Background: an optimization exercise with open tools, aiming at a short achievable clock period and few clock cycles. Do not read the settings as production practice.
In this exercise RTL edits were held to simulation tests only and were not proved equivalent to the original.
Power figures rest on the tool's default switching activity, not on a simulated workload.

[flow/config.mk]
export PLATFORM = sky130hd
export DESIGN_NAME = micro_riscv_top
export DESIGN_NICKNAME = micro_riscv_top
export VERILOG_FILES = /design/flow/design.v
export SDC_FILE = /design/flow/constraint.sdc
export NUM_CORES = 8
export LEC_CHECK = 0
export CAP_MARGIN = 20
export CELL_PAD_IN_SITES_DETAIL_PLACEMENT = 1
export CELL_PAD_IN_SITES_GLOBAL_PLACEMENT = 2
export CORE_MARGIN = 2
export CORE_UTILIZATION = 25
export SETUP_SLACK_MARGIN = 5
export SLEW_MARGIN = 20
export SYNTH_HIERARCHICAL = 1
[flow/constraint.sdc]
create_clock -name core_clock -period 8.0 [get_ports {clk_i}]
set_input_delay 1.6000 -clock core_clock [delete_from_list [all_inputs] [get_ports {clk_i}]]
set_output_delay 1.6000 -clock core_clock [all_outputs]
set_load 0.01 [all_outputs]
[flow/design.v]
package riscv_isa_pkg;
  localparam int INSN_W     = 32;
  localparam int REG_ADDR_W = 5;
  typedef enum logic [6:0] {
    OPC_JAL    = 7'b110_1111,
    OPC_JALR   = 7'b110_0111,
    OPC_BRANCH = 7'b110_0011,
    OPC_LOAD   = 7'b000_0011,
    OPC_STORE  = 7'b010_0011,
    OPC_IMM    = 7'b001_0011,
    OPC_ALSU   = 7'b011_0011,
    OPC_SYSTEM = 7'b111_0011
  } opcode_t;
  localparam logic [2:0] F3_ADD = 3'b000;
  localparam logic [2:0] F3_XOR = 3'b100;
  localparam logic [2:0] F3_OR  = 3'b110;
  localparam logic [2:0] F3_AND = 3'b111;
  localparam logic [2:0] F3_BEQ = 3'b000;
  localparam logic [2:0] F3_BNE = 3'b001;
  localparam logic [2:0] F3_BLT = 3'b100;
  localparam logic [2:0] F3_BGE = 3'b101;
  localparam logic [6:0] F7_BASE = 7'b000_0000;
  localparam logic [6:0] F7_ALT  = 7'b010_0000;
  localparam logic [31:0] EBREAK_WORD = 32'h0010_0073;
  typedef enum logic [1:0] {
    IMM_I,
    IMM_S,
    IMM_B,
    IMM_J
  } imm_kind_t;
endpackage
package core_pkg;
  localparam int XLEN     = 32;
  localparam int NUM_REGS = 32;
  localparam logic [XLEN-1:0] RESET_ADDR = '0;
  localparam logic [XLEN-1:0] NOP_WORD = 32'h0000_0013;
  typedef enum logic [3:0] {
    ALU_ADD,
    ALU_SUB,
    ALU_XOR,
    ALU_OR,
    ALU_AND,
    ALU_EQ,
    ALU_NE,
    ALU_LTS,
    ALU_GES
  } alu_op_t;
  typedef struct packed {
    alu_op_t alu_op;
    logic    use_imm;
    logic    is_branch;
    logic    is_jump;
    logic    jump_reg_base;
    logic    mem_read;
    logic    mem_write;
    logic    reg_write;
    logic    mem_to_reg;
    logic    halt;
  } ctrl_t;
  localparam int CTRL_W = 13;   
endpackage
`timescale 1ns/10ps
module g_inv   (input logic a, output logic y);                                  assign y = ~a;                      endmodule
module g_nand2 (input logic a, b, output logic y);                               assign y = ~(a & b);                endmodule
module g_nand3 (input logic a, b, c, output logic y);                            assign y = ~(a & b & c);            endmodule
module g_nand4 (input logic a, b, c, d, output logic y);                         assign y = ~(a & b & c & d);        endmodule
module g_nor2  (input logic a, b, output logic y);                               assign y = ~(a | b);                endmodule
module g_nor3  (input logic a, b, c, output logic y);                            assign y = ~(a | b | c);            endmodule
module g_nor4  (input logic a, b, c, d, output logic y);                         assign y = ~(a | b | c | d);        endmodule
module g_a22oi (input logic a1, a2, b1, b2, output logic y);                     assign y = ~((a1 & a2) | (b1 & b2)); endmodule
module g_xor2  (input logic a, b, output logic y);                               assign y = a ^ b;                   endmodule
module g_xnor2 (input logic a, b, output logic y);                               assign y = ~(a ^ b);                endmodule
module g_a21oi (input logic a1, a2, b1, output logic y);                         assign y = ~((a1 & a2) | b1);       endmodule
module g_o21ai (input logic a1, a2, b1, output logic y);                         assign y = ~((a1 | a2) & b1);       endmodule
module g_nand2b(input logic an, b, output logic y);                              assign y = ~(~an & b);              endmodule
module g_nor2b (input logic a, bn, output logic y);                              assign y = ~(a | ~bn);              endmodule
module g_and2  (input logic a, b, output logic y);                               assign y = a & b;                   endmodule
module g_or2   (input logic a, b, output logic y);                               assign y = a | b;                   endmodule
module g_mux2  (input logic s, a1, a0, output logic y);                          assign y = s ? a1 : a0;             endmodule
module g_o21a  (input logic a1, a2, b1, output logic y);                         assign y = (a1 | a2) & b1;          endmodule
module g_o31a  (input logic a1, a2, a3, b1, output logic y);                     assign y = (a1 | a2 | a3) & b1;     endmodule
module g_and3  (input logic a, b, c, output logic y);                            assign y = a & b & c;               endmodule
module g_and4  (input logic a, b, c, d, output logic y);                         assign y = a & b & c & d;           endmodule
module g_mux2i (input logic s, a1, a0, output logic y);                          assign y = ~(s ? a1 : a0);          endmodule
`timescale 1ns/10ps
module rf_slice #(
  parameter int W = 8
) (
  input  logic [31*W-1:0] regs_i,
  input  logic [4:0]      idx_i,
  output logic [W-1:0]    data_o
);
  logic [4:0] ni;
  for (genvar b = 0; b < 5; b++) begin : g_ni
    g_inv u_i (.a(idx_i[b]), .y(ni[b]));
  end
  logic [7:0] lo_n;
  logic [3:0] hi_n;
  for (genvar j = 0; j < 8; j++) begin : g_lo
    g_nand3 u_n (.a(j[0] ? idx_i[0] : ni[0]), .b(j[1] ? idx_i[1] : ni[1]), .c(j[2] ? idx_i[2] : ni[2]),
                 .y(lo_n[j]));
  end
  for (genvar j = 0; j < 4; j++) begin : g_hi
    g_nand2 u_n (.a(j[0] ? idx_i[3] : ni[3]), .b(j[1] ? idx_i[4] : ni[4]), .y(hi_n[j]));
  end
  logic [31:0] sel;
  assign sel[0] = 1'b0;
  for (genvar k = 1; k < 32; k++) begin : g_sel
    g_nor2 u_s (.a(lo_n[k % 8]), .b(hi_n[k / 8]), .y(sel[k]));
  end
  for (genvar b = 0; b < W; b++) begin : g_bit
    logic [31:0] r;
    assign r[0] = 1'b0;
    for (genvar k = 1; k < 32; k++) begin : g_r
      assign r[k] = regs_i[(k-1)*W + b];
    end
    logic [15:0] t;
    for (genvar p = 0; p < 16; p++) begin : g_t
      g_a22oi u_a (.a1(sel[2*p]), .a2(r[2*p]), .b1(sel[2*p+1]), .b2(r[2*p+1]), .y(t[p]));
    end
    logic [3:0] u;
    for (genvar q = 0; q < 4; q++) begin : g_u
      g_nand4 u_n (.a(t[4*q]), .b(t[4*q+1]), .c(t[4*q+2]), .d(t[4*q+3]), .y(u[q]));
    end
    logic [1:0] v;
    g_nor2  u_v0 (.a(u[0]), .b(u[1]), .y(v[0]));
    g_nor2  u_v1 (.a(u[2]), .b(u[3]), .y(v[1]));
    g_nand2 u_w  (.a(v[0]), .b(v[1]), .y(data_o[b]));
  end
endmodule
`timescale 1ns/10ps
module f_ctl (
  input  logic [31:0] ir_i,
  input  logic [4:0]  x_rd_i,
  input  logic        k_i,
  input  logic        lnk_i,
  input  logic        k1_i,
  input  logic        k2_i,
  input  logic        pnz_i,
  input  logic        pn3_i,
  input  logic        p5_i,
  input  logic        lnz_i,
  input  logic        ln3_i,
  output logic        gojal_n_o,
  output logic        gobr_n_o,
  output logic        gojr_n_o,
  output logic        bk_n_o,
  output logic        fp_n_o,
  output logic        stall_o,
  output logic        stall_n_o,
  output logic        go_o
);
  logic [31:0] ni;
  for (genvar b = 0; b < 32; b++) begin : g_ni
    g_inv u_i (.a(ir_i[b]), .y(ni[b]));
  end
  logic k_n, lnk_n;
  g_inv u_kn (.a(k_i),   .y(k_n));
  g_inv u_ln (.a(lnk_i), .y(lnk_n));
  logic [4:0] x1, x2;
  for (genvar b = 0; b < 5; b++) begin : g_x
    g_xnor2 u_1 (.a(ir_i[15+b]), .b(x_rd_i[b]), .y(x1[b]));
    g_xnor2 u_2 (.a(ir_i[20+b]), .b(x_rd_i[b]), .y(x2[b]));
  end
  logic e1a_n, e1b_n, e2a_n, e2b_n;
  g_nand3 u_e1a (.a(x1[0]), .b(x1[1]), .c(x1[2]), .y(e1a_n));
  g_nand2 u_e1b (.a(x1[3]), .b(x1[4]), .y(e1b_n));
  g_nand3 u_e2a (.a(x2[0]), .b(x2[1]), .c(x2[2]), .y(e2a_n));
  g_nand2 u_e2b (.a(x2[3]), .b(x2[4]), .y(e2b_n));
  logic jal_a_n, jal_b_n, jr_a_n, jr_b_n, br_a_n, br_b_n, rb_a_n, rb_b_n, x64;
  g_nand4 u_jla (.a(ir_i[6]), .b(ir_i[5]), .c(ir_i[3]), .d(ir_i[2]), .y(jal_a_n));
  g_nand3 u_jlb (.a(ir_i[1]), .b(ir_i[0]), .c(ni[4]), .y(jal_b_n));
  g_nand4 u_jra (.a(ir_i[6]), .b(ir_i[5]), .c(ir_i[2]), .d(ir_i[1]), .y(jr_a_n));
  g_nand3 u_jrb (.a(ir_i[0]), .b(ni[4]), .c(ni[3]), .y(jr_b_n));
  g_nand4 u_bra (.a(ir_i[6]), .b(ir_i[5]), .c(ir_i[1]), .d(ir_i[0]), .y(br_a_n));
  g_nand4 u_brb (.a(ni[4]), .b(ni[3]), .c(ni[2]), .d(ni[13]), .y(br_b_n));
  g_xor2  u_x64 (.a(ir_i[6]), .b(ir_i[4]), .y(x64));
  g_nand4 u_rba (.a(ir_i[5]), .b(ni[3]), .c(ni[2]), .d(ir_i[1]), .y(rb_a_n));
  g_nand2 u_rbb (.a(ir_i[0]), .b(x64), .y(rb_b_n));
  logic is_jal, nj, rb;
  g_nor2 u_isj (.a(jal_a_n), .b(jal_b_n), .y(is_jal));
  g_inv  u_nj  (.a(is_jal), .y(nj));
  g_nor2 u_rb  (.a(rb_a_n), .b(rb_b_n), .y(rb));
  logic e1k, e2k, st_n, st;
  g_nor3  u_e1k (.a(e1a_n), .b(e1b_n), .c(k_n), .y(e1k));
  g_nor3  u_e2k (.a(e2a_n), .b(e2b_n), .c(k_n), .y(e2k));
  g_a22oi u_st  (.a1(e1k), .a2(nj), .b1(e2k), .b2(rb), .y(st_n));
  g_inv   u_sti (.a(st_n), .y(st));
  logic e1l, is_jr, h1_n, h2_n, ones6, z1, z2, p1, p2, near_jr, gojr_n;
  g_nor3  u_e1l (.a(e1a_n), .b(e1b_n), .c(lnk_n), .y(e1l));
  g_nor2  u_isr (.a(jr_a_n), .b(jr_b_n), .y(is_jr));
  g_nand3 u_h1  (.a(ir_i[31]), .b(ir_i[30]), .c(ir_i[29]), .y(h1_n));
  g_nand3 u_h2  (.a(ir_i[28]), .b(ir_i[27]), .c(ir_i[26]), .y(h2_n));
  g_nor2  u_o6  (.a(h1_n), .b(h2_n), .y(ones6));
  g_nor3  u_z1  (.a(ir_i[31]), .b(ir_i[30]), .c(ir_i[29]), .y(z1));
  g_nor3  u_z2  (.a(ir_i[28]), .b(ir_i[27]), .c(ir_i[26]), .y(z2));
  g_nand2 u_p1  (.a(ones6), .b(lnz_i), .y(p1));
  g_nand3 u_p2  (.a(z1), .b(z2), .c(ln3_i), .y(p2));
  g_nand2 u_njr (.a(p1), .b(p2), .y(near_jr));
  g_nand3 u_gjr (.a(e1l), .b(is_jr), .c(near_jr), .y(gojr_n));
  logic b1_n, b2_n, bra, brb, pg_n, pg, gobr_n;
  g_nand4 u_b1  (.a(ir_i[31]), .b(ir_i[30]), .c(ir_i[29]), .d(ir_i[28]), .y(b1_n));
  g_nand3 u_b2  (.a(ir_i[27]), .b(ir_i[26]), .c(ir_i[7]), .y(b2_n));
  g_nor2  u_bo  (.a(br_a_n), .b(br_b_n), .y(bra));
  g_nor2  u_bi  (.a(b1_n), .b(b2_n), .y(brb));
  g_a21oi u_pgn (.a1(ir_i[25]), .a2(p5_i), .b1(pnz_i), .y(pg_n));
  g_inv   u_pg  (.a(pg_n), .y(pg));
  logic bp_n;
  g_nand3 u_gbb (.a(bra), .b(brb), .c(pg), .y(bp_n));
  logic r2z_a, r2z_b, r1z_a, r1z_b, f3bne, f3blt, c1_n, c2_n, nb1, nb2;
  g_nor3  u_r2a (.a(ir_i[24]), .b(ir_i[23]), .c(ir_i[22]), .y(r2z_a));
  g_nor2  u_r2b (.a(ir_i[21]), .b(ir_i[20]), .y(r2z_b));
  g_nor3  u_r1a (.a(ir_i[19]), .b(ir_i[18]), .c(ir_i[17]), .y(r1z_a));
  g_nor2  u_r1b (.a(ir_i[16]), .b(ir_i[15]), .y(r1z_b));
  g_nor3  u_fbn (.a(ir_i[14]), .b(ir_i[13]), .c(ni[12]), .y(f3bne));
  g_nor3  u_fbl (.a(ni[14]), .b(ir_i[13]), .c(ir_i[12]), .y(f3blt));
  g_nand4 u_c1  (.a(r2z_a), .b(r2z_b), .c(f3bne), .d(k1_i), .y(c1_n));
  g_nand4 u_c2  (.a(r1z_a), .b(r1z_b), .c(f3blt), .d(k2_i), .y(c2_n));
  g_nor3  u_nb1 (.a(e1a_n), .b(e1b_n), .c(c1_n), .y(nb1));
  g_nor3  u_nb2 (.a(e2a_n), .b(e2b_n), .c(c2_n), .y(nb2));
  logic [4:0] xs;
  for (genvar b = 0; b < 5; b++) begin : g_xs
    g_xnor2 u_x (.a(ir_i[15+b]), .b(ir_i[20+b]), .y(xs[b]));
  end
  logic sa_n, sb_n, same, l_eq, l_ne;
  g_nand3 u_ssa (.a(xs[0]), .b(xs[1]), .c(xs[2]), .y(sa_n));
  g_nand2 u_ssb (.a(xs[3]), .b(xs[4]), .y(sb_n));
  g_nor2  u_ssm (.a(sa_n), .b(sb_n), .y(same));
  g_xnor2 u_leq (.a(ir_i[14]), .b(ir_i[12]), .y(l_eq));
  g_nor2  u_lne (.a(ir_i[14]), .b(ni[12]), .y(l_ne));
  logic n3130, n2928, n2726, n2511, n1008, o4_n, f1a_n, f1b_n, f0, fp;
  g_nor2  u_n31 (.a(ir_i[31]), .b(ir_i[30]), .y(n3130));
  g_nor2  u_n29 (.a(ir_i[29]), .b(ir_i[28]), .y(n2928));
  g_nor2  u_n27 (.a(ir_i[27]), .b(ir_i[26]), .y(n2726));
  g_nor2  u_n25 (.a(ir_i[25]), .b(ir_i[11]), .y(n2511));
  g_nor2  u_n10 (.a(ir_i[10]), .b(ir_i[8]), .y(n1008));
  g_nand3 u_o4  (.a(n2511), .b(n1008), .c(ir_i[9]), .y(o4_n));
  g_nand3 u_f1a (.a(bra), .b(n3130), .c(n2928), .y(f1a_n));
  g_nand4 u_f1b (.a(n2726), .b(ni[7]), .c(o4_n), .d(pn3_i), .y(f1b_n));
  g_nor2  u_f0  (.a(f1a_n), .b(f1b_n), .y(f0));
  logic lk, fp_n;
  g_mux2  u_lk  (.s(same), .a1(l_eq), .a0(l_ne), .y(lk));
  g_and2  u_fp  (.a(f0), .b(lk), .y(fp));
  g_nand2 u_fpn (.a(f0), .b(lk), .y(fp_n));
  logic bk, bk_n;
  g_nor3  u_bk  (.a(nb1), .b(nb2), .c(bp_n), .y(bk));
  g_inv   u_bkn (.a(bk), .y(bk_n));
  g_nor2  u_gbr (.a(bk), .b(fp), .y(gobr_n));
  logic [3:0] jo_n;
  g_nand4 u_jo0 (.a(ir_i[31]), .b(ir_i[30]), .c(ir_i[29]), .d(ir_i[28]), .y(jo_n[0]));
  g_nand4 u_jo1 (.a(ir_i[27]), .b(ir_i[26]), .c(ir_i[20]), .d(ir_i[19]), .y(jo_n[1]));
  g_nand4 u_jo2 (.a(ir_i[18]), .b(ir_i[17]), .c(ir_i[16]), .d(ir_i[15]), .y(jo_n[2]));
  g_nand3 u_jo3 (.a(ir_i[14]), .b(ir_i[13]), .c(ir_i[12]), .y(jo_n[3]));
  logic [7:0] jp;
  g_nor2  u_jp0 (.a(ir_i[31]), .b(ir_i[30]), .y(jp[0]));
  g_nor2  u_jp1 (.a(ir_i[29]), .b(ir_i[28]), .y(jp[1]));
  g_nor2  u_jp2 (.a(ir_i[27]), .b(ir_i[26]), .y(jp[2]));
  g_nor2  u_jp3 (.a(ir_i[20]), .b(ir_i[19]), .y(jp[3]));
  g_nor2  u_jp4 (.a(ir_i[18]), .b(ir_i[17]), .y(jp[4]));
  g_nor2  u_jp5 (.a(ir_i[16]), .b(ir_i[15]), .y(jp[5]));
  g_nor2  u_jp6 (.a(ir_i[14]), .b(ir_i[13]), .y(jp[6]));
  assign jp[7] = ni[12];
  logic za_n, zb_n;
  g_nand4 u_za  (.a(jp[0]), .b(jp[1]), .c(jp[2]), .d(jp[3]), .y(za_n));
  g_nand4 u_zb  (.a(jp[4]), .b(jp[5]), .c(jp[6]), .d(jp[7]), .y(zb_n));
  logic w4a, w4b, w4_n;
  g_nor2  u_w4a (.a(ir_i[25]), .b(ir_i[24]), .y(w4a));
  g_nor2  u_w4b (.a(ir_i[23]), .b(ir_i[21]), .y(w4b));
  g_nand3 u_w4  (.a(w4a), .b(w4b), .c(ir_i[22]), .y(w4_n));
  logic jo01, jo23, oneok, q2a_n, zok, gojal_n;
  g_nor2  u_q01 (.a(jo_n[0]), .b(jo_n[1]), .y(jo01));
  g_nor2  u_q23 (.a(jo_n[2]), .b(jo_n[3]), .y(jo23));
  g_and3  u_q1  (.a(jo01), .b(jo23), .c(pnz_i), .y(oneok));
  g_nand2 u_z4  (.a(pn3_i), .b(w4_n), .y(q2a_n));
  g_nor3  u_zok (.a(za_n), .b(zb_n), .c(q2a_n), .y(zok));
  g_a22oi u_gjl (.a1(is_jal), .a2(oneok), .b1(is_jal), .b2(zok), .y(gojal_n));
  assign stall_o   = st;
  assign stall_n_o = st_n;
  assign gojal_n_o = gojal_n;
  assign gobr_n_o  = gobr_n;
  assign gojr_n_o  = gojr_n;
  assign bk_n_o    = bk_n;
  assign fp_n_o    = fp_n;
  g_nand3 u_go  (.a(gojal_n), .b(gobr_n), .c(gojr_n), .y(go_o));
endmodule
module f_sel (
  input  logic st_i,
  input  logic st_n_i,
  input  logic gojal_n_i,
  input  logic gobr_n_i,
  input  logic gojr_n_i,
  input  logic bk_n_i,
  input  logic fp_n_i,
  input  logic m_i,
  output logic s_hold_o,
  output logic s_jal_o,
  output logic s_br_o,
  output logic s_jr_o,
  output logic s_inc_o
);
  g_nor2  u_sh  (.a(st_n_i), .b(m_i), .y(s_hold_o));
  g_nor2  u_sj  (.a(gojal_n_i), .b(m_i), .y(s_jal_o));
  g_nor3  u_sb  (.a(gobr_n_i), .b(st_i), .c(m_i), .y(s_br_o));
  g_nor2  u_sr  (.a(gojr_n_i), .b(m_i), .y(s_jr_o));
  logic m_n, all1_n, all2_n;
  g_inv   u_mn  (.a(m_i), .y(m_n));
  g_nand3 u_an1 (.a(st_n_i), .b(gojal_n_i), .c(gojr_n_i), .y(all1_n));
  g_nand3 u_an2 (.a(bk_n_i), .b(fp_n_i), .c(m_n), .y(all2_n));
  g_nor2  u_si  (.a(all1_n), .b(all2_n), .y(s_inc_o));
endmodule
module dec_fields (
  input  logic [31:0] ir_i,
  input  logic [5:0]  pcm_i,
  input  logic        p5_i,
  input  logic [4:0]  x_rd_i,
  input  logic        k1_i,
  input  logic        k2_i,
  output logic        is_jal_o,
  output logic        is_jalr_o,
  output logic        op_rb_o,
  output logic        go_jal_o,
  output logic        go_br_o
);
  logic [6:0] opc;
  logic       s;
  assign opc       = ir_i[6:0];
  assign s         = ir_i[31];
  assign is_jal_o  = (opc == 7'b1101111);
  assign is_jalr_o = (opc == 7'b1100111);
  assign op_rb_o   = (opc == 7'b0110011) || (opc == 7'b1100011);
  assign go_jal_o  = is_jal_o && (ir_i[19:12] == {8{s}}) && (ir_i[20] == s) && (ir_i[30:26] == {5{s}}) &&
                     (s ? (pcm_i != 6'd0) : (pcm_i != 6'h3f)) &&
                     !({s, ir_i[19:12], ir_i[20], ir_i[30:21]} == 20'd2);
  logic same, likely;
  assign same      = (ir_i[19:15] == ir_i[24:20]);
  assign likely    = same ? (ir_i[14] == ir_i[12]) : (!ir_i[14] && ir_i[12]);
  logic exit_n;
  assign exit_n    = !((ir_i[14:12] == 3'b001) && (ir_i[24:20] == 5'd0) && (ir_i[19:15] == x_rd_i) && k1_i) &&
                     !((ir_i[14:12] == 3'b100) && (ir_i[19:15] == 5'd0) && (ir_i[24:20] == x_rd_i) && k2_i);
  assign go_br_o   = (opc == 7'b1100011) && !ir_i[13] &&
                     ((s && ir_i[7] && (ir_i[30:26] == 5'h1f) && ((pcm_i != 6'd0) || (ir_i[25] && p5_i)) && exit_n) ||
                      (!s && !ir_i[7] && (ir_i[30:26] == 5'h00) && (pcm_i != 6'h3f) && likely &&
                       !({ir_i[25], ir_i[11:8]} == 5'b00010)));
endmodule
module c_gojr (
  input  logic [31:0] ir_i,
  input  logic [4:0]  x_rd_i,
  input  logic        lnk_i,
  input  logic [5:0]  lkm_i,
  output logic        go_o
);
  assign go_o = (ir_i[6:0] == 7'b1100111) && lnk_i && (x_rd_i == ir_i[19:15]) &&
                (ir_i[30:26] == {5{ir_i[31]}}) && (ir_i[31] ? (lkm_i != 6'd0) : (lkm_i != 6'h3f));
endmodule
module c_opsel (
  input  logic [4:0] rs_i,
  input  logic       none_i,
  input  logic [4:0] x_rd_i,
  input  logic       w_i,
  input  logic       m_wen_i,
  input  logic [4:0] m_rd_i,
  output logic       res_o,
  output logic       wb_o,
  output logic       reg_o
);
  logic fwd, byp;
  assign fwd   = w_i && (x_rd_i == rs_i);
  assign byp   = m_wen_i && (m_rd_i == rs_i);
  assign res_o = !none_i && fwd;
  assign wb_o  = !none_i && !fwd && byp;
  assign reg_o = !none_i && !fwd && !byp;
endmodule
module x_branch (
  input  logic [31:0] a_i,
  input  logic [31:0] b_i,
  input  logic        dif31_i,
  input  logic        valid_i,
  input  logic        m_redir_i,
  input  logic        br_i,
  input  logic        blt_i,
  input  logic        inv_i,
  input  logic        pred_i,
  input  logic        off4_i,
  input  logic        off8_i,
  input  logic        ebreak_i,
  input  logic        fin_i,
  output logic        live_o,
  output logic [3:0]  sx_n_o,
  output logic        halt_o,
  output logic        sxk_o,
  output logic        e_n_o
);
  logic [31:0] x;
  logic [7:0]  n4;
  logic [3:0]  e8;
  logic        ne;
  for (genvar i = 0; i < 32; i++) begin : g_x
    g_xnor2 u_x (.a(a_i[i]), .b(b_i[i]), .y(x[i]));
  end
  for (genvar i = 0; i < 8; i++) begin : g_n4
    g_nand4 u_n (.a(x[4*i]), .b(x[4*i+1]), .c(x[4*i+2]), .d(x[4*i+3]), .y(n4[i]));
  end
  for (genvar i = 0; i < 4; i++) begin : g_e8
    g_nor2 u_e (.a(n4[2*i]), .b(n4[2*i+1]), .y(e8[i]));
  end
  g_nand4 u_ne (.a(e8[0]), .b(e8[1]), .c(e8[2]), .d(e8[3]), .y(ne));
  logic q, t1, t0, e1, e0, sd, c_eq, c_ltd, c_lts;
  assign live_o = valid_i && !m_redir_i;
  assign q      = live_o && br_i;
  assign t1     = !pred_i && !off4_i;
  assign t0     = pred_i;
  assign e1     = inv_i ? t0 : t1;    
  assign e0     = inv_i ? t1 : t0;    
  assign sd     = a_i[31] != b_i[31];
  assign c_eq   = q && !blt_i;
  assign c_ltd  = q && blt_i && !sd;
  assign c_lts  = q && blt_i && sd && (a_i[31] ? e1 : e0);
  for (genvar k = 0; k < 4; k++) begin : g_sx
    logic u1, u2;
    g_mux2 u_m1 (.s(ne),      .a1(c_eq && e0),  .a0(c_eq && e1),  .y(u1));
    g_mux2 u_m2 (.s(dif31_i), .a1(c_ltd && e1), .a0(c_ltd && e0), .y(u2));
    g_nor3 u_sx (.a(u1), .b(u2), .c(c_lts), .y(sx_n_o[k]));
  end
  logic v1, v2, sx_k;
  g_mux2 u_v1 (.s(ne),      .a1(c_eq && e0),  .a0(c_eq && e1),  .y(v1));
  g_mux2 u_v2 (.s(dif31_i), .a1(c_ltd && e1), .a0(c_ltd && e0), .y(v2));
  g_nor3 u_vk (.a(v1), .b(v2), .c(c_lts), .y(sx_k));
  assign halt_o = live_o && ebreak_i;
  assign sxk_o  = sx_k;
  assign e_n_o  = !(m_redir_i || fin_i || halt_o);
endmodule
module x_enter (
  input  logic sx_n_i,
  input  logic e_n_i,
  input  logic st_n_i,
  input  logic writes_i,
  input  logic is_ld_i,
  input  logic is_lnk_i,
  input  logic is_dm1_i,
  output logic valid_o,
  output logic wen_o,
  output logic ld_o,
  output logic lnk_o,
  output logic dm1_o
);
  g_and3 u_v (.a(sx_n_i), .b(e_n_i), .c(st_n_i), .y(valid_o));
  g_and4 u_w (.a(sx_n_i), .b(e_n_i), .c(st_n_i), .d(writes_i), .y(wen_o));
  g_and4 u_d (.a(sx_n_i), .b(e_n_i), .c(st_n_i), .d(is_ld_i),  .y(ld_o));
  g_and4 u_k (.a(sx_n_i), .b(e_n_i), .c(st_n_i), .d(is_lnk_i), .y(lnk_o));
  g_and4 u_m (.a(sx_n_i), .b(e_n_i), .c(st_n_i), .d(is_dm1_i), .y(dm1_o));
endmodule
module x_count (
  input  logic [11:0] a_i,
  input  logic        dm1_i,
  output logic        k1_o,
  output logic        k2_o
);
  logic [2:0] z;
  g_nor4 u_z0 (.a(a_i[1]), .b(a_i[2]), .c(a_i[3]), .d(a_i[4]), .y(z[0]));
  g_nor4 u_z1 (.a(a_i[5]), .b(a_i[6]), .c(a_i[7]), .d(a_i[8]), .y(z[1]));
  g_nor3 u_z2 (.a(a_i[9]), .b(a_i[10]), .c(a_i[11]), .y(z[2]));
  logic k2_n;
  g_nand4 u_k1 (.a(dm1_i), .b(z[0]), .c(z[1]), .d(z[2]), .y(k2_n));
  g_inv   u_i2 (.a(k2_n), .y(k2_o));
  g_and2  u_i1 (.a(k2_o), .b(a_i[0]), .y(k1_o));
endmodule
module f_decode (
  input  logic [31:0] ir_i,
  output logic        is_addi_o,
  output logic        is_r_o,
  output logic        is_ld_o,
  output logic        is_st_o,
  output logic        is_br_o,
  output logic        is_jal_o,
  output logic        is_jalr_o,
  output logic        is_ebreak_o,
  output logic        op_rb_o,
  output logic        jal_short_o,
  output logic        go_jal_o,
  output logic        go_br_o,
  output logic        writes_o
);
  logic [6:0] opc;
  logic [2:0] f3;
  logic [6:0] f7;
  assign opc = ir_i[6:0];
  assign f3  = ir_i[14:12];
  assign f7  = ir_i[31:25];
  assign is_addi_o   = (opc == 7'b0010011) && (f3 == 3'b000);
  assign is_r_o      = (opc == 7'b0110011) &&
                       (((f7 == 7'b0000000) && (f3 == 3'b000 || f3 == 3'b100 || f3 == 3'b110 || f3 == 3'b111)) ||
                        ((f7 == 7'b0100000) && (f3 == 3'b000)));
  assign is_ld_o     = (opc == 7'b0000011);
  assign is_st_o     = (opc == 7'b0100011);
  assign is_br_o     = (opc == 7'b1100011) && !f3[1];
  assign is_jal_o    = (opc == 7'b1101111);
  assign is_jalr_o   = (opc == 7'b1100111);
  assign is_ebreak_o = (ir_i == 32'h0010_0073);
  assign op_rb_o     = (opc == 7'b0110011) || (opc == 7'b1100011);
  assign jal_short_o = (ir_i[19:12] == {8{ir_i[31]}}) && (ir_i[20] == ir_i[31]);
  assign go_jal_o    = is_jal_o && jal_short_o &&
                       !({ir_i[31], ir_i[19:12], ir_i[20], ir_i[30:21]} == 20'd2);
  assign go_br_o     = is_br_o && ir_i[31];
  assign writes_o    = (is_addi_o | is_r_o | is_ld_o | is_jal_o | is_jalr_o) && (ir_i[11:7] != 5'd0);
endmodule
`timescale 1ns/10ps
module pg_gen #(
  parameter int W = 32
) (
  input  logic [W-1:0] a_i,
  input  logic [W-1:0] b_i,
  output logic [W-1:0] p_o,
  output logic [W-1:0] g_o
);
  assign p_o = a_i ^ b_i;
  assign g_o = a_i & b_i;
endmodule
module ks_tree #(
  parameter int W = 32
) (
  input  logic [W-1:0] p_i,
  input  logic [W-1:0] g_i,
  input  logic         cin_i,
  output logic [W-1:0] c_o
);
  function automatic int ceil_log2(input int v);
    ceil_log2 = 0;
    for (int i = 0; i < 31; i++) begin
      if ((1 << i) < v) ceil_log2 = i + 1;
    end
  endfunction
  localparam int L = ceil_log2(W);
  logic [W-1:0] gg [0:L];
  logic [W-1:0] pp [0:L];
  always_comb begin
    gg[0]    = g_i;
    pp[0]    = p_i;
    gg[0][0] = g_i[0] | (p_i[0] & cin_i);
    for (int l = 0; l < L; l++) begin
      for (int i = 0; i < W; i++) begin
        if (i >= (1 << l)) begin
          gg[l+1][i] = gg[l][i] | (pp[l][i] & gg[l][i - (1 << l)]);
          pp[l+1][i] = pp[l][i] & pp[l][i - (1 << l)];
        end else begin
          gg[l+1][i] = gg[l][i];
          pp[l+1][i] = pp[l][i];
        end
      end
    end
    c_o = gg[L];
  end
endmodule
module ks_add #(
  parameter int W = 32
) (
  input  logic [W-1:0] a_i,
  input  logic [W-1:0] b_i,
  input  logic         cin_i,
  output logic [W-1:0] sum_o,
  output logic         cout_o
);
  logic [W-1:0] p, g, c;
  pg_gen  #(.W(W)) u_pg   (.a_i(a_i), .b_i(b_i), .p_o(p), .g_o(g));
  ks_tree #(.W(W)) u_tree (.p_i(p), .g_i(g), .cin_i(cin_i), .c_o(c));
  assign sum_o  = p ^ {c[W-2:0], cin_i};
  assign cout_o = c[W-1];
endmodule
module inc_dec #(
  parameter int W = 20
) (
  input  logic [W-1:0] v_i,
  output logic [W-1:0] inc_o,
  output logic [W-1:0] dec_o
);
  ks_add #(.W(W)) u_inc (.a_i(v_i), .b_i({W{1'b0}}), .cin_i(1'b1), .sum_o(inc_o), .cout_o());
  ks_add #(.W(W)) u_dec (.a_i(v_i), .b_i({W{1'b1}}), .cin_i(1'b0), .sum_o(dec_o), .cout_o());
endmodule
module mux2w #(
  parameter int W = 32
) (
  input  logic         s_i,
  input  logic [W-1:0] a_i,
  input  logic [W-1:0] b_i,
  output logic [W-1:0] y_o
);
  assign y_o = s_i ? a_i : b_i;
endmodule
module ks_add_g #(
  parameter int W    = 32,
  parameter int CIN  = 0,
  parameter int INVB = 0
) (
  input  logic [W-1:0] a_i,
  input  logic [W-1:0] b_i,
  output logic [W-1:0] sum_o,
  output logic         cout_o
);
  function automatic int ceil_log2(input int v);
    ceil_log2 = 0;
    for (int i = 0; i < 31; i++) begin
      if ((1 << i) < v) ceil_log2 = i + 1;
    end
  endfunction
  localparam int L = ceil_log2(W);
  logic [W-1:0] gg [0:L];
  logic [W-1:0] pp [0:L];
  logic [W-1:0] pn;
  for (genvar i = 0; i < W; i++) begin : g_pg
    if (INVB == 1) begin : g_ib
      g_xor2 u_p (.a(a_i[i]), .b(b_i[i]), .y(pn[i]));
      if (i == 0 && CIN == 1) begin : g_c1
        g_nor2b  u_g (.a(a_i[i]), .bn(b_i[i]), .y(gg[0][i]));
      end else begin : g_c0
        g_nand2b u_g (.an(b_i[i]), .b(a_i[i]), .y(gg[0][i]));
      end
    end else begin : g_b
      g_xnor2 u_p (.a(a_i[i]), .b(b_i[i]), .y(pn[i]));
      if (i == 0 && CIN == 1) begin : g_c1
        g_nor2  u_g (.a(a_i[i]), .b(b_i[i]), .y(gg[0][i]));
      end else begin : g_c0
        g_nand2 u_g (.a(a_i[i]), .b(b_i[i]), .y(gg[0][i]));
      end
    end
    assign pp[0][i] = pn[i];
  end
  for (genvar l = 0; l < L; l++) begin : g_lvl
    localparam int D = 1 << l;
    for (genvar i = 0; i < W; i++) begin : g_b
      if (i >= D) begin : g_op
        if (l % 2 == 0) begin : g_neg_in
          g_o21ai u_g (.a1(pp[l][i]), .a2(gg[l][i-D]), .b1(gg[l][i]), .y(gg[l+1][i]));
          g_nor2  u_p (.a(pp[l][i]), .b(pp[l][i-D]), .y(pp[l+1][i]));
        end else begin : g_pos_in
          g_a21oi u_g (.a1(pp[l][i]), .a2(gg[l][i-D]), .b1(gg[l][i]), .y(gg[l+1][i]));
          g_nand2 u_p (.a(pp[l][i]), .b(pp[l][i-D]), .y(pp[l+1][i]));
        end
      end else begin : g_pass
        g_inv u_g (.a(gg[l][i]), .y(gg[l+1][i]));
        g_inv u_p (.a(pp[l][i]), .y(pp[l+1][i]));
      end
    end
  end
  for (genvar i = 0; i < W; i++) begin : g_s
    if (i == 0) begin : g_s0
      if (CIN == 1) begin : g_1
        assign sum_o[0] = pn[0];
      end else begin : g_0
        g_inv u_s (.a(pn[0]), .y(sum_o[0]));
      end
    end else if (L % 2 == 1) begin : g_pos
      g_xnor2 u_s (.a(pn[i]), .b(gg[L][i-1]), .y(sum_o[i]));
    end else begin : g_neg
      g_xor2 u_s (.a(pn[i]), .b(gg[L][i-1]), .y(sum_o[i]));
    end
  end
  if (L % 2 == 1) begin : g_co_pos
    assign cout_o = gg[L][W-1];
  end else begin : g_co_neg
    g_inv u_co (.a(gg[L][W-1]), .y(cout_o));
  end
endmodule
`timescale 1ns/10ps
module ao_sel #(
  parameter int N = 8,
  parameter int W = 32
) (
  input  logic [N*W-1:0] d_i,
  input  logic [N-1:0]   s_i,
  input  logic [W-1:0]   or_i,
  output logic [W-1:0]   y_o
);
  always_comb begin
    y_o = or_i;
    for (int k = 0; k < N; k++) begin
      y_o = y_o | ({W{s_i[k]}} & d_i[k*W +: W]);
    end
  end
endmodule
module ao6_g #(
  parameter int W = 8
) (
  input  logic [6*W-1:0] d_i,
  input  logic [5:0]     s_i,
  output logic [W-1:0]   y_o
);
  for (genvar b = 0; b < W; b++) begin : g_b
    logic [2:0] t;
    for (genvar p = 0; p < 3; p++) begin : g_p
      g_a22oi u_a (.a1(s_i[2*p]), .a2(d_i[(2*p)*W + b]), .b1(s_i[2*p+1]), .b2(d_i[(2*p+1)*W + b]), .y(t[p]));
    end
    g_nand3 u_n (.a(t[0]), .b(t[1]), .c(t[2]), .y(y_o[b]));
  end
endmodule
module op_slice #(
  parameter int W = 8
) (
  input  logic [W-1:0]   rf_i,
  input  logic           reg_i,
  input  logic [7*W-1:0] res_i,
  input  logic [6:0]     res_s_i,
  input  logic           res_en_i,
  input  logic [W-1:0]   wb_i,
  input  logic           wb_en_i,
  input  logic [W-1:0]   ex_i,
  input  logic           ex_en_i,
  output logic [W-1:0]   y_o
);
  logic [6:0]   s;
  logic [W-1:0] o;
  assign s = {7{res_en_i}} & res_s_i;
  always_comb begin
    o = ({W{wb_en_i}} & wb_i) | ({W{ex_en_i}} & ex_i);
    for (int k = 0; k < 7; k++) o = o | ({W{s[k]}} & res_i[k*W +: W]);
  end
  assign y_o = reg_i ? rf_i : o;
endmodule
`timescale 1ns/10ps
module micro_riscv_top (
  input  logic        clk_i,
  input  logic        reset_i,
  output logic [31:0] instr_addr_o,
  input  logic [31:0] instr_rdata_i,
  output logic [31:0] data_addr_o,
  input  logic [31:0] data_rdata_i,
  output logic [31:0] data_wdata_o,
  output logic        data_re_o,
  output logic        data_we_o,
  output logic        finish_o
);
  logic [31:0] pc_f, pc_o;
  logic        x_valid, x_wen, x_ld, x_st, x_br, x_mjump, x_ebreak, x_lnk;
  logic        x_s_add, x_s_addi, x_s_sub, x_s_xor, x_s_or, x_s_and, x_s_lnk;
  logic        x_dm1;
  logic        x_pred, x_off4, x_off8, x_blt, x_inv, x_fsd;
  logic [4:0]  x_rd;
  logic [31:0] x_a, x_b, x_off, x_link;
  logic [11:0] x_pcl, x_bimm;
  logic [19:0] x_hi_c1, x_hi_c0;
  logic        m_re, m_we, m_ld, m_redir;
  logic [31:1] m_wsel;
  logic [4:0]  m_rd;
  logic        m_wen;
  logic [31:0] m_result, m_addr, m_wdata, m_tgt;
  logic        fin, fin_o;
  logic [31:0] regs [1:31];
  logic [31:0] wb_data;
  assign wb_data = m_ld ? data_rdata_i : m_result;
  logic [31:0] ir;
  assign ir = instr_rdata_i;
  logic [6:0] opc;
  logic [2:0] f3;
  logic [6:0] f7;
  logic [4:0] rd, rs1, rs2;
  assign opc = ir[6:0];
  assign f3  = ir[14:12];
  assign f7  = ir[31:25];
  assign rd  = ir[11:7];
  assign rs1 = ir[19:15];
  assign rs2 = ir[24:20];
  logic is_addi, is_r, is_ld, is_st, is_br, is_jal, is_jalr, is_ebreak, op_rb;
  logic jal_short, dec_gojal, dec_gobr, writes;
  f_decode u_dec (.ir_i(ir), .is_addi_o(is_addi), .is_r_o(is_r), .is_ld_o(is_ld), .is_st_o(is_st),
                  .is_br_o(is_br), .is_jal_o(is_jal), .is_jalr_o(is_jalr), .is_ebreak_o(is_ebreak),
                  .op_rb_o(op_rb), .jal_short_o(jal_short), .go_jal_o(dec_gojal), .go_br_o(dec_gobr),
                  .writes_o(writes));
  logic [31:0] iimm, simm, bimm, jimm;
  assign iimm = {{20{ir[31]}}, ir[31:20]};
  assign simm = {{20{ir[31]}}, ir[31:25], ir[11:7]};
  assign bimm = {{19{ir[31]}}, ir[31], ir[7], ir[30:25], ir[11:8], 1'b0};
  assign jimm = {{11{ir[31]}}, ir[31], ir[19:12], ir[20], ir[30:21], 1'b0};
  logic k1, k2;
  x_count u_cnt (.a_i(x_a[11:0]), .dm1_i(x_dm1), .k1_o(k1), .k2_o(k2));
  logic k_ld, k_lnk, k_w;
  assign k_ld  = x_ld && x_wen;
  assign k_lnk = x_lnk;
  assign k_w   = x_wen && !x_ld;
  logic go_jr, fsd_n, a_res, a_wb, a_reg, b_res, b_wb, b_reg;
  c_gojr  u_gojr  (.ir_i(ir), .x_rd_i(x_rd), .lnk_i(k_lnk), .lkm_i(x_link[11:6]), .go_o(go_jr));
  c_opsel u_asel (.rs_i(rs1), .none_i(is_jal), .x_rd_i(x_rd), .w_i(k_w), .m_wen_i(m_wen), .m_rd_i(m_rd),
                  .res_o(a_res), .wb_o(a_wb), .reg_o(a_reg));
  c_opsel u_bsel (.rs_i(rs2), .none_i(1'b0), .x_rd_i(x_rd), .w_i(k_w), .m_wen_i(m_wen), .m_rd_i(m_rd),
                  .res_o(b_res), .wb_o(b_wb), .reg_o(b_reg));
  assign fsd_n = k_ld && (x_rd == rs2);
  logic [31:0] rf_a, rf_b;
  for (genvar s = 0; s < 4; s++) begin : g_rf
    logic [31*8-1:0] slice;
    always_comb begin
      for (int k = 1; k < 32; k++) slice[(k-1)*8 +: 8] = regs[k][s*8 +: 8];
    end
    rf_slice #(.W(8)) u_a (.regs_i(slice), .idx_i(rs1), .data_o(rf_a[s*8 +: 8]));
    rf_slice #(.W(8)) u_b (.regs_i(slice), .idx_i(rs2), .data_o(rf_b[s*8 +: 8]));
  end
  logic [31:0] pc_inc;
  assign pc_inc = pc_f + 32'd4;
  logic [19:0] pc_hi_p, pc_hi_m;
  inc_dec #(.W(20)) u_pc_hi (.v_i(pc_f[31:12]), .inc_o(pc_hi_p), .dec_o(pc_hi_m));
  logic [11:0] br_lo, jal_lo, jr_lo;
  logic        br_c, jal_c, jr_c;
  ks_add_g #(.W(12), .CIN(0)) u_br_lo  (.a_i(pc_f[11:0]),   .b_i(bimm[11:0]), .sum_o(br_lo),  .cout_o(br_c));
  ks_add_g #(.W(12), .CIN(0)) u_jal_lo (.a_i(pc_f[11:0]),   .b_i(jimm[11:0]), .sum_o(jal_lo), .cout_o(jal_c));
  ks_add_g #(.W(12), .CIN(0)) u_jr_lo  (.a_i(x_link[11:0]), .b_i(iimm[11:0]), .sum_o(jr_lo),  .cout_o(jr_c));
  logic [19:0] pc_hi_c1, pc_hi_c0;
  assign pc_hi_c1 = ir[31] ? pc_f[31:12] : pc_hi_p;
  assign pc_hi_c0 = ir[31] ? pc_hi_m     : pc_f[31:12];
  logic [31:0] t_br, t_jal, t_jr;
  assign t_br  = {pc_f[31:12], br_lo};
  assign t_jal = {pc_f[31:12], jal_lo};
  assign t_jr  = {x_link[31:12], jr_lo[11:1], 1'b0};
  logic go_jal, go_br, jal4;
  logic f_isjal, f_isjalr, f_oprb;
  dec_fields u_df (.ir_i(ir), .pcm_i(pc_f[11:6]), .p5_i(pc_f[5]), .x_rd_i(x_rd), .k1_i(k1), .k2_i(k2), .is_jal_o(f_isjal), .is_jalr_o(f_isjalr),
                   .op_rb_o(f_oprb), .go_jal_o(go_jal), .go_br_o(go_br));
  assign jal4 = ({ir[31], ir[19:12], ir[20], ir[30:21]} == 20'd2);
  logic [31:0] sum, dif, adr, r_xor, r_or, r_and;
  ks_add_g #(.W(32), .CIN(0)) u_add (.a_i(x_a), .b_i(x_b), .sum_o(sum), .cout_o());
  ks_add_g #(.W(32), .CIN(1), .INVB(1)) u_sub (.a_i(x_a), .b_i(x_b), .sum_o(dif), .cout_o());
  ks_add_g #(.W(32), .CIN(0)) u_adr (.a_i(x_a), .b_i(x_off), .sum_o(adr), .cout_o());
  assign r_xor = x_a ^ x_b;
  assign r_or  = x_a | x_b;
  assign r_and = x_a & x_b;
  logic [32*7-1:0] res_d;
  logic [6:0]      res_s;
  assign res_d = {x_link, r_and, r_or, r_xor, dif, adr, sum};
  assign res_s = {x_s_lnk, x_s_and, x_s_or, x_s_xor, x_s_sub, x_s_addi, x_s_add};
  logic [31:0] res;
  ao_sel #(.N(7)) u_res (.d_i(res_d), .s_i(res_s), .or_i(32'd0), .y_o(res));
  logic [31:0] a_n, b_n;
  for (genvar g = 0; g < 4; g++) begin : g_op
    logic [55:0] rd8;
    for (genvar k = 0; k < 7; k++) begin : g_k
      assign rd8[k*8 +: 8] = res_d[k*32 + g*8 +: 8];
    end
    op_slice #(.W(8)) u_a (.rf_i(rf_a[g*8 +: 8]), .reg_i(a_reg), .res_i(rd8), .res_s_i(res_s), .res_en_i(a_res),
                           .wb_i(wb_data[g*8 +: 8]), .wb_en_i(a_wb), .ex_i(pc_f[g*8 +: 8]), .ex_en_i(is_jal),
                           .y_o(a_n[g*8 +: 8]));
    op_slice #(.W(8)) u_b (.rf_i(rf_b[g*8 +: 8]), .reg_i(b_reg), .res_i(rd8), .res_s_i(res_s), .res_en_i(b_res),
                           .wb_i(wb_data[g*8 +: 8]), .wb_en_i(b_wb), .ex_i(8'd0), .ex_en_i(1'b0),
                           .y_o(b_n[g*8 +: 8]));
  end
  logic [11:0] xt_lo;
  logic        xt_c;
  logic [19:0] xt_hi;
  logic [31:0] x_alt;
  ks_add_g #(.W(12), .CIN(0)) u_xt_lo (.a_i(x_pcl), .b_i(x_bimm), .sum_o(xt_lo), .cout_o(xt_c));
  mux2w #(.W(20)) u_xt_hi (.s_i(xt_c), .a_i(x_hi_c1), .b_i(x_hi_c0), .y_o(xt_hi));
  assign x_alt = x_pred ? x_link : {xt_hi, xt_lo};
  logic x_live, x_halt, x_sxk, x_en;
  logic [3:0] sx_n;
  logic [31:0] cmp;
  ks_add_g #(.W(32), .CIN(1), .INVB(1)) u_cmp (.a_i(x_a), .b_i(x_b), .sum_o(cmp), .cout_o());
  x_branch u_xbr (.a_i(x_a), .b_i(x_b), .dif31_i(cmp[31]), .valid_i(x_valid), .m_redir_i(m_redir),
                  .br_i(x_br), .blt_i(x_blt), .inv_i(x_inv), .pred_i(x_pred), .off4_i(x_off4),
                  .off8_i(x_off8), .ebreak_i(x_ebreak), .fin_i(fin),
                  .live_o(x_live), .sx_n_o(sx_n), .halt_o(x_halt), .sxk_o(x_sxk), .e_n_o(x_en));
  logic f_st, f_st_n, f_go;
  logic pnz, pn3, lnz, ln3;
  assign pnz = |pc_f[11:6];
  assign pn3 = !(&pc_f[11:6]);
  assign lnz = |x_link[11:6];
  assign ln3 = !(&x_link[11:6]);
  logic f_gojal_n, f_gobr_n, f_gojr_n, f_bk_n, f_fp_n;
  f_ctl u_fc (.ir_i(ir), .x_rd_i(x_rd), .k_i(k_ld), .lnk_i(k_lnk), .k1_i(k1), .k2_i(k2),
              .pnz_i(pnz), .pn3_i(pn3), .p5_i(pc_f[5]), .lnz_i(lnz), .ln3_i(ln3),
              .gojal_n_o(f_gojal_n), .gobr_n_o(f_gobr_n), .gojr_n_o(f_gojr_n), .bk_n_o(f_bk_n), .fp_n_o(f_fp_n),
              .stall_o(f_st), .stall_n_o(f_st_n), .go_o(f_go));
  logic xv_n, xw_n, xl_n, xk_n;
  logic xd_n;
  x_enter u_xn (.sx_n_i(x_sxk), .e_n_i(x_en), .st_n_i(f_st_n), .writes_i(writes), .is_ld_i(is_ld),
                .is_lnk_i((is_jal || is_jalr) && (rd != 5'd0)),
                .is_dm1_i(is_addi && (rs1 == rd) && (rd != 5'd0) && (ir[31:20] == 12'hfff)),
                .valid_o(xv_n), .wen_o(xw_n), .ld_o(xl_n), .lnk_o(xk_n), .dm1_o(xd_n));
  logic [31:0] pc_p, pc_n;
  for (genvar g = 0; g < 4; g++) begin : g_pcs
    logic s_hold, s_jal, s_br, s_jr, s_inc;
    f_sel u_pcsel (.st_i(f_st), .st_n_i(f_st_n), .gojal_n_i(f_gojal_n), .gobr_n_i(f_gobr_n),
                   .gojr_n_i(f_gojr_n), .bk_n_i(f_bk_n), .fp_n_i(f_fp_n), .m_i(m_redir || reset_i),
                   .s_hold_o(s_hold), .s_jal_o(s_jal), .s_br_o(s_br), .s_jr_o(s_jr), .s_inc_o(s_inc));
    ao6_g #(.W(8)) u_pc_p (.d_i({pc_f[g*8 +: 8], m_tgt[g*8 +: 8], t_jal[g*8 +: 8], t_br[g*8 +: 8],
                                 t_jr[g*8 +: 8], pc_inc[g*8 +: 8]}),
                           .s_i({s_hold, m_redir, s_jal, s_br, s_jr, s_inc}), .y_o(pc_p[g*8 +: 8]));
  end
  for (genvar g = 0; g < 4; g++) begin : g_pcx
    mux2w #(.W(8)) u_pc_n  (.s_i(sx_n[g]), .a_i(pc_p[g*8 +: 8]),  .b_i(x_alt[g*8 +: 8]), .y_o(pc_n[g*8 +: 8]));
  end
  logic [31:1] wsel_n;
  always_comb begin
    for (int k = 1; k < 32; k++) wsel_n[k] = x_live && x_wen && (x_rd == 5'(k));
  end
  always_ff @(posedge clk_i or posedge reset_i) begin
    if (reset_i) begin
      pc_f    <= 32'd0;
      x_valid <= 1'b0;
      x_wen   <= 1'b0;
      x_ld    <= 1'b0;
      x_lnk   <= 1'b0;
      x_dm1   <= 1'b0;
      m_re    <= 1'b0;
      m_we    <= 1'b0;
      m_wen   <= 1'b0;
      m_wsel  <= '0;
      m_redir <= 1'b0;
      fin     <= 1'b0;
      fin_o   <= 1'b0;
    end else begin
      pc_f <= pc_n;
      x_valid <= xv_n;
      x_wen   <= xw_n;
      x_ld    <= xl_n;
      x_lnk   <= xk_n;
      x_dm1   <= xd_n;
      m_re    <= x_live && x_ld;
      m_we    <= x_live && x_st;
      m_wen   <= x_live && x_wen;
      m_wsel  <= wsel_n;
      m_redir <= x_live && x_mjump;
      fin   <= fin   || x_halt;
      fin_o <= fin_o || x_halt;
    end
  end
  always_ff @(posedge clk_i) begin
    pc_o <= pc_n;
  end
  always_ff @(posedge clk_i) begin
    x_st     <= is_st;
    x_br     <= is_br;
    x_mjump  <= (is_jalr && !go_jr) || (is_jal && !go_jal && !jal4);
    x_ebreak <= is_ebreak;
    x_s_add  <= is_r && (f3 == 3'b000) && !f7[5];
    x_s_addi <= is_addi;
    x_s_sub  <= is_r && (f3 == 3'b000) && f7[5];
    x_s_xor  <= is_r && (f3 == 3'b100);
    x_s_or   <= is_r && (f3 == 3'b110);
    x_s_and  <= is_r && (f3 == 3'b111);
    x_s_lnk  <= is_jal || is_jalr;
    x_pred   <= go_br;
    x_off4   <= (bimm == 32'd4);
    x_off8   <= (bimm == 32'd8);
    x_blt    <= f3[2];
    x_inv    <= f3[0];
    x_rd     <= rd;
    x_fsd    <= fsd_n;
    x_a      <= a_n;
    x_b      <= b_n;
    x_off    <= is_st ? simm : (is_jal ? jimm : iimm);
    x_link   <= pc_inc;
    x_pcl    <= pc_f[11:0];
    x_bimm   <= bimm[11:0];
    x_hi_c1  <= pc_hi_c1;
    x_hi_c0  <= pc_hi_c0;
    m_ld     <= x_ld;
    m_rd     <= x_rd;
    m_result <= res;
    m_addr   <= adr;
    m_wdata  <= x_fsd ? data_rdata_i : x_b;
    m_tgt    <= x_mjump ? {adr[31:1], 1'b0} : x_alt;
  end
  always_ff @(posedge clk_i or posedge reset_i) begin
    if (reset_i) begin
      for (int i = 1; i < 32; i++) regs[i] <= 32'd0;
    end else begin
      for (int i = 1; i < 32; i++) begin
        if (m_wsel[i]) regs[i] <= wb_data;
      end
    end
  end
  assign instr_addr_o = pc_o;
  assign data_addr_o  = m_addr;
  assign data_wdata_o = m_wdata;
  assign data_re_o    = m_re;
  assign data_we_o    = m_we;
  assign finish_o     = fin_o;
endmodule
[flow/run.sh]
#!/bin/bash
# synth_recipe.tcl (not shown) runs the flow's synth.tcl, then flattens the netlist and writes it again
# the make line also repeats each setting of config.mk as NAME=value (left out here)
make -C /OpenROAD-flow-scripts/flow DESIGN_CONFIG=/design/flow/config.mk WORK_HOME=/design/flow/orfs CLKGATE_MAP_FILE= SYNTH_SCRIPT=/design/flow/synth_recipe.tcl finish
==> results by group <==
Placement
  • GP Congestion: 0.9565
  • Post-DP Area: 94550 um2
  • Port bufs: 164
  • HPWL Detailed: 302800 um

Critical path
  • Most used cell, CP: buf_4
  • CP Capture Type: flip-flop
  • Worst Reg2Reg Path Length in Cells: 13
  • FF-to-FF End: pc_o[1]
  • Critical path fanouts, max: 8
  • Critical path's slowest cell: nand4_1
  • CP Class: in -> reg
  • Max incr delay on CP: 0.36 ns
  • Arrival time at the worst endpoint: 3.86 ns
  • R2r startpoint: x_b[20]
  • Ordered cell list for the critical path: buf_4 -> buf_12 -> inv_1 -> nand2_4 -> nor2_1 -> buf_4 -> a22oi_2 -> nand4_1 -> nor2_2 -> nand2_2 -> nor2b_2 -> a21oi_1
  • Worst Path Required: 8.73 ns
  • Reg2reg setup slack: 4.95 ns
  • Element type at the critical path start: primary input

Hold path
  • WHS Endpoint: m_we
  • Worst hold path type: reg -> reg
  • Hold depth: 1
  • Worst hold start: x_st

Global routing
  • Remaining Overflow, GRT: 0
  • Total global-route track usage: 0.2337
  • First-pass GRT wire length: 597200 um
  • Largest net degree at the start of global routing: 146
  • Initial antenna violation count: 20
  • Number of global-route vias before repair: 79540

Power and ir drop
  • Sw Pwr: 7.791 mW
  • Sw frac: 0.3475
  • Part of the power in combinational logic: 0.252
  • Clk pwr share: 0.393
  • Sequential power share: 0.354
  • Peak supply drop: 181.9 uV
  • Int Pwr: 14.63 mW
  • PD cells: 207.5 nW/um2
  • Leakage: 38.97 nW

Timing
  • Final setup violating endpoints: 0
  • Max Freq: 0.3194 GHz
  • Setup_tns: 0 ns
  • RSZ-0062 raised after global routing: true
  • Max-slew violation count: 0
  • Fin crit share: 0.3914
  • Clock skew: 0.05721 ns
  • Final Hold Fails: 0
  • Hold_ws: 0.4805 ns
  • Crit path time final: 3.131 ns
  • Slew margin rel.: 0.2305
  • Worst Tran Pin Value: 1.154 ns

Clock tree
  • CTS root buf: clkbuf_16
  • CTS Hold Buffers Added: 0
  • Clock Path Buffers: 4
  • Clock-pin slew on the worst setup and hold paths: 0.06 ns
  • Clock Latency Late Sink: 0.90 ns
  • H-tree levels: 4
  • Sink Count: 1420
  • TritonCTS clock tree: built
  • CTS Buf Count: 186

Finish
  • Layout fillers: 38840
  • Synth-to-Final Area Change: 25.73%
  • Most frequent cells in the layout: 1415 x nor2_1, 1122 x a22oi_2, 1113 x a21oi_1, 1030 x dfrtp_1, 422 x nand2_1
  • Share of layout cells above drive strength 1: 0.3289
  • Final instance area: 108000 um2
  • Fin nets: 10080
  • Commonest non-fill, non-tap cell in the layout: nor2_1

Drt
  • Via count: 77910
  • Routed WL: 422500 um
  • Antenna-violating nets left: 0
  • Via density: 5.326
  • DRC Markers: 0
  • DR iter-0 viols: 6190
  • Wire per inst: 28.88 um
  • Pre-antenna DRT Iters: 8

Floorplanning
  • Core Rows: 215
  • Initial core utilization: 0.2509
  • Core area: 342400 um2
  • Die Span Y: 590.3 um
  • # IOs: 165
  • Die footprint: 348400 um2
  • Die width: 590.3 um

Synthesis
  • Avg Inst Size Synth: 9.255 um2
  • Synthesized area: 85930 um2
  • Synth warn: 25
  • Mapped Cells: 9285

Run
  • Max_cap viols: 0

Run status
  • Status: no timing/DRC/antenna violations
==> per-stage QoR <==
| step | utilization | worst slack [ns] | std cells | power, mW |
|---|---|---|---|---|
| after global placement | 0.2758 | 2.684 | 14030 | 12.85 |
| after global routing | 0.3155 | 4.893 | 14620 | 23.24 |
| after floorplan | - | -8.301 | 9524 | 10.59 |
| after detailed placement | 0.2761 | 2.747 | 14040 | 12.92 |
| after CTS | 0.3050 | 4.898 | 14470 | 22.19 |
| final | 0.3155 | 4.869 | 14630 | 22.42 |
==> metal layers <==
layer,wire [um],vias up,track usage
met3,20010,579,0.03101
met4,17080,4,0.08547
li1,-,34920,-
met5,22,-,0
met2,194300,2077,0.3750
met1,191100,40330,0.3195
==> power by group through the flow <==
stage,combinational (mW),sequential (mW),clock [mW]
after detailed placement,4.87,8.05,0
after global placement,4.80,8.04,0
after floorplan,2.61,7.98,0
final,5.66,7.95,8.82
after CTS,5.21,7.92,9.06
after global routing,5.93,7.97,9.34
==> registers in the layout (all words and copies together) (netlist names), 5 cells and up <==
signal    cells
m_result     32
pc_o         32
regs        992
m_wdata      32
x_hi_c0      20
x_hi_c1      20
m_addr       32
x_pcl        12
m_rd          5
x_link       30
m_tgt        32
x_a          32
m_wsel       31
x_off        21
pc_f         32
x_b          32
==> worst max-delay path by stage <==
stage	from	to	depth (start not counted)
after floorplan	reset_i	fin	1
after global placement	instr_rdata_i[27]	pc_f[27]	10
after detailed placement	instr_rdata_i[17]	pc_f[28]	12
after CTS	m_wdata[16]	data_wdata_o[16]	1
after global routing	instr_rdata_i[17]	pc_f[0]	14
final	instr_rdata_i[19]	x_a[29]	12
==> cell type report <==
class	count	area, um2	area share
clock buffers	262	5355	0.04957
multi-input cells	7276	53940	0.4992
repair buffers	641	6459	0.05978
well taps	4557	5702	0.05277
inverters	379	1478	0.01368
flip-flops and latches	1420	34120	0.3158
diodes	20	50.05	0.0004632
clock inverters	73	947.2	0.008767
==> worst max-delay path, delay by kind of cell <==
kind                   cells  cell delay (ns)
AND/OR/NAND/NOR            6             1.29
AO/OA/AOI/OAI              2             0.27
buffers and inverters      4             0.68
==> what timing repair did <==
| action | 4_1_cts | 5_1_grt |
|---|---|---|
| pin swaps | 88 | 153 |
| setup buffers | 82 | 132 |
| endpoints found under the setup margin | 524 | 385 |
| resized for setup | 1223 | 464 |
| hold endpoints to repair | 0 | 0 |
| cloned | 13 | 8 |
Testbench counts, summed over its fixed seeds: cycles 66,291.

[separate check: timing with driven ports]
How much do the figures lean on ideal ports? The routed layout below was timed once more, with nothing changed but the port constraints. Step 1 sets driving cells, clkbuf_16 on the clock port and buf_2 on the other inputs (assumed; they add their load-dependent delay and slew). Step 2 moves the port delays by t, midway between the first and last clock arrival at a register: inputs arrive t later, outputs are due t later. That takes back most of the time a late clock gives input paths. Slacks: ideal / step 1 / step 2; pairs: ideal / step 1.
t (ns): 0.973
slack for setup (ns): 4.869 / 4.726 / 3.753
worst data-port slew with drivers (ns): 0.36
After both steps setup and hold are still met in this run. For this run, drivers alone change the setup slack by -0.143 ns; drivers and shift together by -1.116 ns.
